From an optimization exercise on the open Yosys and OpenROAD flow, aimed at a short achievable clock period and few clock cycles per item; shortcuts taken in it are not production practice.
In this exercise RTL edits were held to simulation tests only and were not proved equivalent to the original.
Power is estimated from default activity; no workload was simulated.

[flow/design.v]
package riscv_pipe_pkg;
    typedef logic [31:0] word_t;
    typedef logic [4:0]  reg_addr_t;
    typedef logic [2:0]  funct3_t;
    typedef enum logic [3:0] {
        ALU_ADD,
        ALU_SUB,
        ALU_SLT,
        ALU_SLTU,
        ALU_XOR,
        ALU_OR,
        ALU_AND,
        ALU_SLL,
        ALU_SRL,
        ALU_SRA
    } alu_op_t;
    typedef struct packed {
        alu_op_t alu_op;
        logic    alu_src_imm;
        logic    mem_read;
        logic    mem_write;
        logic    reg_write;
        logic    branch;
    } ctrl_t;
endpackage
`timescale 1ns/1ps
module riscv_pipeline (
    input  logic                  clk,
    input  logic                  rst,
    input  riscv_pipe_pkg::word_t instruction,
    input  riscv_pipe_pkg::word_t read_data,
    output riscv_pipe_pkg::word_t pc,
    output logic                  imem_read,
    output riscv_pipe_pkg::word_t data_addr,
    output riscv_pipe_pkg::word_t write_data,
    output logic                  mem_read,
    output logic                  mem_write,
    output riscv_pipe_pkg::word_t wb_data
);
    localparam int BT_BITS = 4;
    localparam int BT_N    = 1 << BT_BITS;
    localparam int TAG_LO  = 2 + BT_BITS;
    logic [31:0] f_pc;
    logic [BT_N-1:0]    bt_v;
    logic [11:TAG_LO]   bt_tag [BT_N];
    logic [11:2]        bt_tgt [BT_N];
    logic [1:0]         bt_ctr [BT_N];
    logic               u_br;
    logic               u_tk;
    logic               u_hit;
    logic [1:0]         u_ctr;
    logic [11:2]        u_pc;
    logic [11:2]        u_tgt;
    logic        d_valid;
    logic [31:0] d_pc;
    logic        d_ptaken;
    logic        e_valid;
    logic        e_hold;
    logic [31:0] e_pc;
    logic [31:0] e_pc4;
    logic [31:0] e_tgt;
    logic        e_ptaken;
    logic [31:0] e_a;
    logic [31:0] e_b;
    logic [31:0] e_c;
    logic        e_bimm;
    logic        e_cimm;
    logic [4:0]  e_rd;
    logic        e_wr;
    logic        e_ld;
    logic        e_st;
    logic        e_br;
    logic        e_c_eq, e_c_ne, e_c_lt, e_c_ge, e_c_ltu, e_c_geu;
    logic        e_sub;
    logic        e_s_add;
    logic        e_s_slt;
    logic        e_s_sltu;
    logic        e_s_xor;
    logic        e_s_or;
    logic        e_s_and;
    logic        e_s_sll;
    logic        e_s_sr;
    logic        e_sra;
    logic        e_la_m, e_la_w;
    logic        e_l2_m, e_l2_w;
    logic [31:0] m_res;
    logic [31:0] m_sd;
    logic        m_ld;
    logic        m_st;
    logic        m_wr;
    logic [4:0]  m_rd;
    logic [31:0] w_res;
    logic        w_ld;
    logic        w_ld_out;   
    logic        w_wr;
    logic [4:0]  w_rd;
    logic [31:0] rf [1:31];
    assign pc         = f_pc;
    assign imem_read  = !e_hold;
    assign data_addr  = m_res;
    assign write_data = m_sd;
    assign mem_read   = m_ld;
    assign mem_write  = m_st;
    assign wb_data    = w_ld_out ? read_data : w_res;
    logic [31:0] w_val;
    assign w_val = w_ld ? read_data : w_res;
    logic [BT_BITS-1:0] f_idx;
    logic               f_pred;
    logic [31:0]        f_ptgt;
    logic [31:0]        f_seq;
    assign f_idx  = f_pc[TAG_LO-1:2];
    assign f_pred = bt_v[f_idx] && bt_tag[f_idx] == f_pc[11:TAG_LO] && bt_ctr[f_idx][1] &&
                    f_pc[31:12] == 20'd0;
    assign f_ptgt = {20'd0, bt_tgt[f_idx], 2'b00};
    assign f_seq  = f_pred ? f_ptgt : f_pc + 32'd4;
    logic [31:0] ins;
    logic [6:0]  opc;
    logic [2:0]  f3;
    logic        alt;
    logic        is_op, is_imm, is_alu, is_lui, is_ld, is_st, is_br;
    logic [4:0]  rd, rs1, rs2;
    logic        use_a, use_2, bimm, cimm, wr;
    logic [31:0] imm_i, imm_s, imm_u, imm_b, imm;
    logic [31:0] d_tgt;
    logic        d_static;
    assign ins    = instruction;
    assign opc    = ins[6:0];
    assign f3     = ins[14:12];
    assign alt    = ins[31:25] == 7'b0100000;
    assign is_op  = opc == 7'b0110011;
    assign is_imm = opc == 7'b0010011;
    assign is_alu = is_op || is_imm;
    assign is_lui = opc == 7'b0110111;
    assign is_ld  = opc == 7'b0000011  && f3 == 3'b010;
    assign is_st  = opc == 7'b0100011 && f3 == 3'b010;
    assign is_br  = opc == 7'b1100011;
    assign rd     = ins[11:7];
    assign rs1    = ins[19:15];
    assign rs2    = ins[24:20];
    assign use_a  = is_alu || is_ld || is_st || is_br;
    assign use_2  = is_op || is_st || is_br;
    assign bimm   = is_imm || is_ld || is_st || is_lui;
    assign cimm   = is_imm;
    assign wr     = (is_alu || is_lui || is_ld) && rd != 5'd0;
    assign imm_i  = {{20{ins[31]}}, ins[31:20]};
    assign imm_s  = {{20{ins[31]}}, ins[31:25], ins[11:7]};
    assign imm_u  = {ins[31:12], 12'b0};
    assign imm_b  = {{19{ins[31]}}, ins[31], ins[7], ins[30:25], ins[11:8], 1'b0};
    assign imm    = is_st ? imm_s : is_lui ? imm_u : imm_i;
    assign d_tgt  = d_pc + imm_b;
    assign d_static = d_valid && is_br && ins[31] && !d_ptaken;
    logic hit_ea, hit_ma, hit_wa, hit_e2, hit_m2, hit_w2;
    assign hit_ea = use_a && e_wr && e_rd == rs1;
    assign hit_ma = use_a && m_wr && m_rd == rs1;
    assign hit_wa = w_wr && w_rd == rs1;
    assign hit_e2 = use_2 && e_wr && e_rd == rs2;
    assign hit_m2 = use_2 && m_wr && m_rd == rs2;
    assign hit_w2 = w_wr && w_rd == rs2;
    logic [31:0] rd_a, rd_2, rf_a, rf_2;
    assign rd_a = (rs1 == 5'd0) ? 32'd0 : rf[rs1];
    assign rd_2 = (rs2 == 5'd0) ? 32'd0 : rf[rs2];
    assign rf_a = !use_a ? 32'd0 : hit_ma ? m_res : hit_wa ? w_val : rd_a;
    assign rf_2 = hit_m2 ? m_res : hit_w2 ? w_val : rd_2;
    logic [31:0] sum;
    logic [31:0] sll, sr;
    logic [31:0] res, res_other;
    logic        br_eq, br_lt, br_ltu, cond;
    logic        act_tk, mispred, redirect, tgt_fetching;
    logic [31:0] fix_pc;
    assign sum = e_a + (e_b ^ {32{e_sub}}) + {31'd0, e_sub};
    assign sll = e_a << e_b[4:0];
    assign sr  = $signed({e_sra && e_a[31], e_a}) >>> e_b[4:0];
    assign br_eq  = e_a == e_c;
    assign br_lt  = $signed(e_a) < $signed(e_c);
    assign br_ltu = e_a < e_c;
    assign res_other = ({32{e_s_slt}}  & {31'd0, br_lt})
                     | ({32{e_s_sltu}} & {31'd0, br_ltu})
                     | ({32{e_s_xor}}  & (e_a ^ e_b))
                     | ({32{e_s_or}}   & (e_a | e_b))
                     | ({32{e_s_and}}  & (e_a & e_b))
                     | ({32{e_s_sll}}  & sll)
                     | ({32{e_s_sr}}   & sr);
    assign res = e_s_add ? sum : res_other;
    assign cond = (e_c_eq && br_eq) || (e_c_ne && !br_eq) || (e_c_lt && br_lt) ||
                  (e_c_ge && !br_lt) || (e_c_ltu && br_ltu) || (e_c_geu && !br_ltu);
    assign act_tk   = e_br && cond;
    assign mispred  = e_ptaken != act_tk;
    assign fix_pc   = e_ptaken ? e_pc4 : e_tgt;
    assign tgt_fetching = !e_ptaken && e_tgt == f_pc;
    assign redirect = e_valid && !rst && mispred;
    logic [31:0] f_next, f_nored;
    logic        dv_nored;
    always_comb begin
        if (rst) begin
            f_nored  = 32'h0000_0000;
            dv_nored = 1'b0;
        end else if (e_hold) begin
            f_nored  = f_pc;
            dv_nored = d_valid;
        end else if (d_static) begin
            f_nored  = d_tgt;
            dv_nored = 1'b0;
        end else begin
            f_nored  = f_seq;
            dv_nored = 1'b1;
        end
        f_next = !redirect ? f_nored : tgt_fetching ? f_seq : fix_pc;
    end
    always_ff @(posedge clk) begin
        f_pc    <= f_next;
        d_valid <= redirect ? tgt_fetching : dv_nored;
    end
    always_ff @(posedge clk) begin
        if (!e_hold) begin
            d_pc     <= f_pc;
            d_ptaken <= f_pred;
        end
    end
    always_ff @(posedge clk) begin
        if (rst) begin
            e_valid  <= 1'b0;
            e_hold   <= 1'b0;
            e_wr     <= 1'b0;
            e_ld     <= 1'b0;
            e_st     <= 1'b0;
            e_br     <= 1'b0;
            e_ptaken <= 1'b0;
            e_la_m   <= 1'b0; e_la_w <= 1'b0;
            e_l2_m   <= 1'b0; e_l2_w <= 1'b0;
        end else if (e_hold) begin
            e_valid <= !(e_la_m || e_l2_m);
            e_hold  <= e_la_m || e_l2_m;
            e_la_m  <= 1'b0; e_la_w <= e_la_m;
            e_l2_m  <= 1'b0; e_l2_w <= e_l2_m;
        end else begin
            logic v, la_m, la_w, l2_m, l2_w;
            v    = d_valid && !redirect;
            la_m = hit_ea && e_ld;
            la_w = !hit_ea && hit_ma && m_ld;
            l2_m = hit_e2 && e_ld;
            l2_w = !hit_e2 && hit_m2 && m_ld;
            e_valid  <= v && !(la_m || la_w || l2_m || l2_w);
            e_hold   <= v && (la_m || la_w || l2_m || l2_w);
            e_wr     <= v && wr;
            e_ld     <= v && is_ld;
            e_st     <= v && is_st;
            e_br     <= v && is_br;
            e_ptaken <= v && (d_ptaken || d_static);
            e_la_m   <= la_m; e_la_w <= la_w;
            e_l2_m   <= l2_m; e_l2_w <= l2_w;
        end
    end
    always_ff @(posedge clk) begin
        if (e_hold) begin
            if (e_la_w)
                e_a <= read_data;
            if (e_l2_w) begin
                if (!e_cimm)
                    e_c <= read_data;
                if (!e_bimm)
                    e_b <= read_data;
            end
        end else begin
            e_a    <= hit_ea ? res : rf_a;
            e_b    <= bimm ? imm : hit_e2 ? res : rf_2;
            e_c    <= cimm ? imm : hit_e2 ? res : rf_2;
            e_bimm <= bimm;
            e_cimm <= cimm;
        end
    end
    always_ff @(posedge clk) begin
        if (!e_hold) begin
            e_rd      <= rd;
            e_pc      <= d_pc;
            e_pc4     <= d_pc + 32'd4;
            e_tgt     <= d_tgt;
            e_c_eq    <= is_br && f3 == 3'b000  && imm_b != 32'd4;
            e_c_ne    <= is_br && f3 == 3'b001  && imm_b != 32'd4;
            e_c_lt    <= is_br && f3 == 3'b100  && imm_b != 32'd4;
            e_c_ge    <= is_br && f3 == 3'b101  && imm_b != 32'd4;
            e_c_ltu   <= is_br && f3 == 3'b110 && imm_b != 32'd4;
            e_c_geu   <= is_br && f3 == 3'b111 && imm_b != 32'd4;
            e_sub     <= is_op && f3 == 3'b000 && alt;
            e_s_add   <= !is_alu || f3 == 3'b000;
            e_s_slt   <= is_alu && f3 == 3'b010;
            e_s_sltu  <= is_alu && f3 == 3'b011;
            e_s_xor   <= is_alu && f3 == 3'b100;
            e_s_or    <= is_alu && f3 == 3'b110;
            e_s_and   <= is_alu && f3 == 3'b111;
            e_s_sll   <= is_alu && f3 == 3'b001;
            e_s_sr    <= is_alu && f3 == 3'b101;
            e_sra     <= alt;
        end
    end
    always_ff @(posedge clk) begin
        if (rst) begin
            m_ld <= 1'b0;
            m_st <= 1'b0;
            m_wr <= 1'b0;
        end else begin
            m_ld <= e_valid && e_ld;
            m_st <= e_valid && e_st;
            m_wr <= e_valid && e_wr;
        end
    end
    always_ff @(posedge clk) begin
        m_res <= res;
        m_sd  <= e_c;
        m_rd  <= e_rd;
    end
    always_ff @(posedge clk) begin
        if (rst) begin
            w_ld <= 1'b0;
            w_wr <= 1'b0;
        end else begin
            w_ld <= m_ld;
            w_wr <= m_wr;
        end
    end
    always_ff @(posedge clk) begin
        w_res    <= m_res;
        w_rd     <= m_rd;
        w_ld_out <= m_ld;
    end
    always_ff @(posedge clk) begin
        if (rst) begin
            for (int i = 1; i < 32; i++)
                rf[i] <= 32'd0;
        end else if (w_wr) begin
            rf[w_rd] <= w_val;
        end
    end
    logic [BT_BITS-1:0] e_idx, u_idx;
    assign e_idx = e_pc[TAG_LO-1:2];
    assign u_idx = u_pc[TAG_LO-1:2];
    always_ff @(posedge clk) begin
        if (rst) begin
            u_br <= 1'b0;
        end else begin
            u_br <= e_valid && e_br && e_pc[31:12] == 20'd0 && e_tgt[31:12] == 20'd0;
        end
    end
    always_ff @(posedge clk) begin
        u_tk  <= act_tk;
        u_pc  <= e_pc[11:2];
        u_tgt <= e_tgt[11:2];
        u_hit <= bt_v[e_idx] && bt_tag[e_idx] == e_pc[11:TAG_LO];
        u_ctr <= bt_ctr[e_idx];
    end
    always_ff @(posedge clk) begin
        if (rst) begin
            bt_v <= '0;
            for (int i = 0; i < BT_N; i++) begin
                bt_tag[i] <= '0;
                bt_tgt[i] <= '0;
                bt_ctr[i] <= '0;
            end
        end else if (u_br) begin
            if (u_tk) begin
                if (u_hit) begin
                    if (u_ctr != 2'b11)
                        bt_ctr[u_idx] <= u_ctr + 2'd1;
                end else begin
                    bt_v[u_idx]   <= 1'b1;
                    bt_tag[u_idx] <= u_pc[11:TAG_LO];
                    bt_tgt[u_idx] <= u_tgt;
                    bt_ctr[u_idx] <= 2'b10;
                end
            end else if (u_hit && u_ctr != 2'b00) begin
                bt_ctr[u_idx] <= u_ctr - 2'd1;
            end
        end
    end
endmodule
[flow/constraint.sdc]
create_clock -name core_clock -period 7.0 [get_ports {clk}]
set_input_delay 1.4000 -clock core_clock [delete_from_list [all_inputs] [get_ports {clk}]]
set_output_delay 1.4000 -clock core_clock [all_outputs]
set_load 0.01 [all_outputs]
[flow/config.mk]
export PLATFORM = sky130hd
export DESIGN_NAME = riscv_pipeline
export DESIGN_NICKNAME = riscv_pipeline
export VERILOG_FILES = /design/flow/design.v
export SDC_FILE = /design/flow/constraint.sdc
export NUM_CORES = 4
export LEC_CHECK = 0
export ABC_CLOCK_PERIOD_IN_PS = 3000
export CAP_MARGIN = 20
export CORE_MARGIN = 2
export CORE_UTILIZATION = 40
export SETUP_SLACK_MARGIN = 3.6
export SLEW_MARGIN = 20
export TNS_END_PERCENT = 100
[flow/run.sh]
#!/bin/bash
# synth_recipe.tcl (not shown) runs the flow's synth.tcl, then flattens the netlist and writes it again
# the make line also repeats each setting of config.mk as NAME=value (left out here)
make -C /OpenROAD-flow-scripts/flow DESIGN_CONFIG=/design/flow/config.mk WORK_HOME=/design/flow/orfs CLKGATE_MAP_FILE= SYNTH_SCRIPT=/design/flow/synth_recipe.tcl finish
==> reports/metrics.yaml <==
initial_core_util: 0.402
cts_tree: "done"
crit_slowest_cell: "edfxtp_1"
critPathTopFamily: "compound AO/OA/AOI/OAI gates"
place_ws_ps: 1520
first_global_vias: 68000
grt_usage: 0.306
async_flop_share: 0
portBuffers: 196
die_area_sq_um: 243000
period_share: 0.536
critPathKind: "reg -> reg"
syn_area_per_cell_sq_um: 13.4
fin_crit_ps: 3750
crit_path_max_fanout: 6
yosys-top-cells-area: "edfxtp_1, mux4_2, nor2_1"
clkSinkCount: 1762
synthesis.instances: 7126
yosysTopAreaCell: "edfxtp_1"
ff_latch_area_sq_um: 51200
status: "finished clean"
htree_levels: 4
final_max_slew_viol_count: 0
ios: 197
ant_nets: 0
crit_path_end_kind: "flip-flop"
netlist_area_sq_um: 95500
cts_buffers: 191
syn_to_final_growth_pct: 22.3
antenna_found_initial: 10
critical_path_arrival_ps: 4340
routabilityCongestion: 0.957
layout-drive-gt1-share: 0.319
worstMarginPinSlew_ps: 1180
vias: 71000
multiInputGateArea_sq_um: 45000
synth.most_common_cell: "edfxtp_1"
ys_ff_latch: 1762
hold_path.class: "reg -> reg"
startpoint_type: "flip-flop"
insertion_delay_ps: 880
fillers: 20100
rsz0062_at_grt: "yes"
fp.dieH_um: 493
drc: 0
fin_tns_setup_ps: 0
p_per_area_nw_per_um2: 233
post-dp-hpwl_mm: 227
skew_ps: 67.4
clk_pin_slew_ps: 60
stdcell_area_sq_um: 117000
grt_pass1_wl_mm: 524
synth_ff_type: "edfxtp_1"
p_total_w: 0.0273
setup_viol: 0
row_count: 179
finalHoldViolCount: 0
placed_area_sq_um: 102000
critPathBufInv: 3
viasPerCell: 6.52
leakage_nw: 42.8
setup_ws_ps: 3250
cts.path.max_buffers: 3
grt-ovfl-total: 0
cts-root-buf: "clkbuf_16"
chipWidth_um: 493
max-cap-violations: 0
yosysSeqAreaShare: 0.536
yosysTopAreaCellShare: 0.500
grt_max_degree: 81
max_freq_mhz: 267
rrSetupSlack_ps: 3250
ir_worst_vdd_uv: 207
yosysWarnings: 1
critPathRequiredTime_ps: 7590
drtIter0Drc: 11100
synth_common_cells: "edfxtp_1, nor2_1, mux4_2, clkbuf_1, nand2_1"
wl_mm: 383
fin_nets: 7782
utilization: 0.491
syn-num-nets: 7360
drtPass1Iterations: 9
slew_headroom: 0.200
ctsHoldBuffers: 0
cpMostUsedCell: "a21oi_4"
worstPathCellList: "buf_6 > buf_16 > buf_8 > xor2_4 > fa_2 > a21o_1 > a21oi_4 > o21ai_4 > and4_4 > or3_4 > a21oi_4 > xor2_2 > a22oi_2 > a221oi_2 > a211oi_1"
core_sq_um: 238000
wl_per_cell_um: 35.2
ys_types: 100
synth_edf_count: 1590
max_stage_delay_ps: 470
-- what timing repair did --
item                       4_1_cts  5_1_grt
setup endpoints to repair      900      331
pin swaps                      120      122
buffers inserted               228      109
gates resized for setup        866      345
cloned                          47       19
-- metal layers --
metal,vias up,global-route usage,part of all wire,routed length (um)
li1,28200,-,-,-
met1,36200,0.402,0.36,136000
met2,5538,0.458,0.44,170000
met3,1048,0.0848,0.13,50800
met4,4,0.170,0.067,25700
met5,-,0,0.000084,32
-- where the power goes --
part,internal [W],switching (W)
Sequential,0.0119,0.000490
Clock,0.00588,0.00459
Combinational,0.00181,0.00260
-- worst paths after layout --
| path | from | to | depth (start not counted) |
|---|---|---|---|
| hold reg to reg | e_pc[11] | u_pc[11] | 0 |
| setup reg to reg | e_sub | e_c[16] | 15 |
| setup / recovery | e_sub | e_c[16] | 15 |
| hold / removal | e_pc[11] | u_pc[11] | 0 |
-- worst register-to-register path, stage by stage (launching register included) --
cell and delay (ps):
edfxtp_1 470, buf_6 190, buf_16 150, buf_8 130, xor2_4 150, fa_2 350, a21o_1 190, a21oi_4 170
o21ai_4 100, and4_4 210, or3_4 390, a21oi_4 180, xor2_2 190, a22oi_2 180, a221oi_2 330, a211oi_1 110
-- kinds of logic after synthesis --
kind of cell	synth area share
adder cells (fa/ha/maj)	0.0222
multiplexers	0.219
AND/OR/NAND/NOR	0.103
XOR/XNOR	0.0190
flip-flops	0.536
AO/OA/AOI/OAI	0.0647
buffers and inverters	0.0360
-- placed cells by master, fill, tap and decap left out, drive strengths merged, types with 78 or more instances in the layout --
master / n
ha: 166
o221ai: 78
xnor2: 81
inv: 201
mux2i: 184
o21ai: 203
mux4: 822
dfxtp: 172
nor2: 1301
nand2: 312
a21oi: 195
xor2: 126
buf: 672
and2: 280
edfxtp: 1590
clkbuf: 269
clkinv: 91
clkdlybuf4s50: 90
nor3: 91
-- stage by stage --
step / hold slack (ps) / cells
2_1_floorplan: 346 / 7126
3_3_place_gp: 385 / 10100
3_5_place_dp: 385 / 10100
4_1_cts: 387 / 10700
5_1_grt: 384 / 10900
6_report: 392 / 10900
-- registers in the layout, summed over array words and instances, names as in the netlist, 2 cells and up, named ones only --
signal and flops:
bt_ctr 32, bt_tag 96, e_pc 30, e_b 32
u_ctr 2, e_pc4 31, bt_tgt 160, e_rd 5
m_rd 5, e_c 32, u_pc 10, e_a 32
e_tgt 32, w_res 32, m_sd 32, bt_v 16
d_pc 32, u_tgt 10, f_pc 32, m_res 32
w_rd 5, rf 1024
-- area by class of cell --
type | instances | share of cell area
Sequential cell | 1762 | 0.439
Clock inverter | 114 | 0.0112
Inverter | 198 | 0.00669
Tap cell | 3167 | 0.0339
Timing Repair Buffer | 831 | 0.0794
Antenna cell | 6 | 0.000129
Multi-Input combinational cell | 4562 | 0.386
Clock buffer | 244 | 0.0440
Timing Repair inverter | 2 | 0.000150
Testbench counts, summed over its fixed seeds: cycles 16,893, instructions 15,718.

-- separate check: timing with driven ports --
Ports are ideal in the flow. The routed layout listed here was re-timed in OpenROAD.
Step 1 assumes that a clkbuf_16 drives the clock port and a buf_2 every other input.
Step 2 times the ports against the registers' clock, not the clock port: input delays grow and output delays shrink by t, the midpoint of the rising clock arrivals with the driver on.
a / b / c = ideal ports / drivers / drivers and shift; a / b = the first two.
t, ns: 0.943
setup WS [ns]: 3.249 / 3.095 / 2.152
hold WS [ns]: 0.392 / 0.392 / 0.392
slew at the worst register clock pin (ns): 0.07 / 0.07
cell pins on the clock port's net: 1
After both steps setup and hold are still met in this run. The setup slack of this run moves by -0.154 ns with the drivers and by -1.097 ns with both steps.
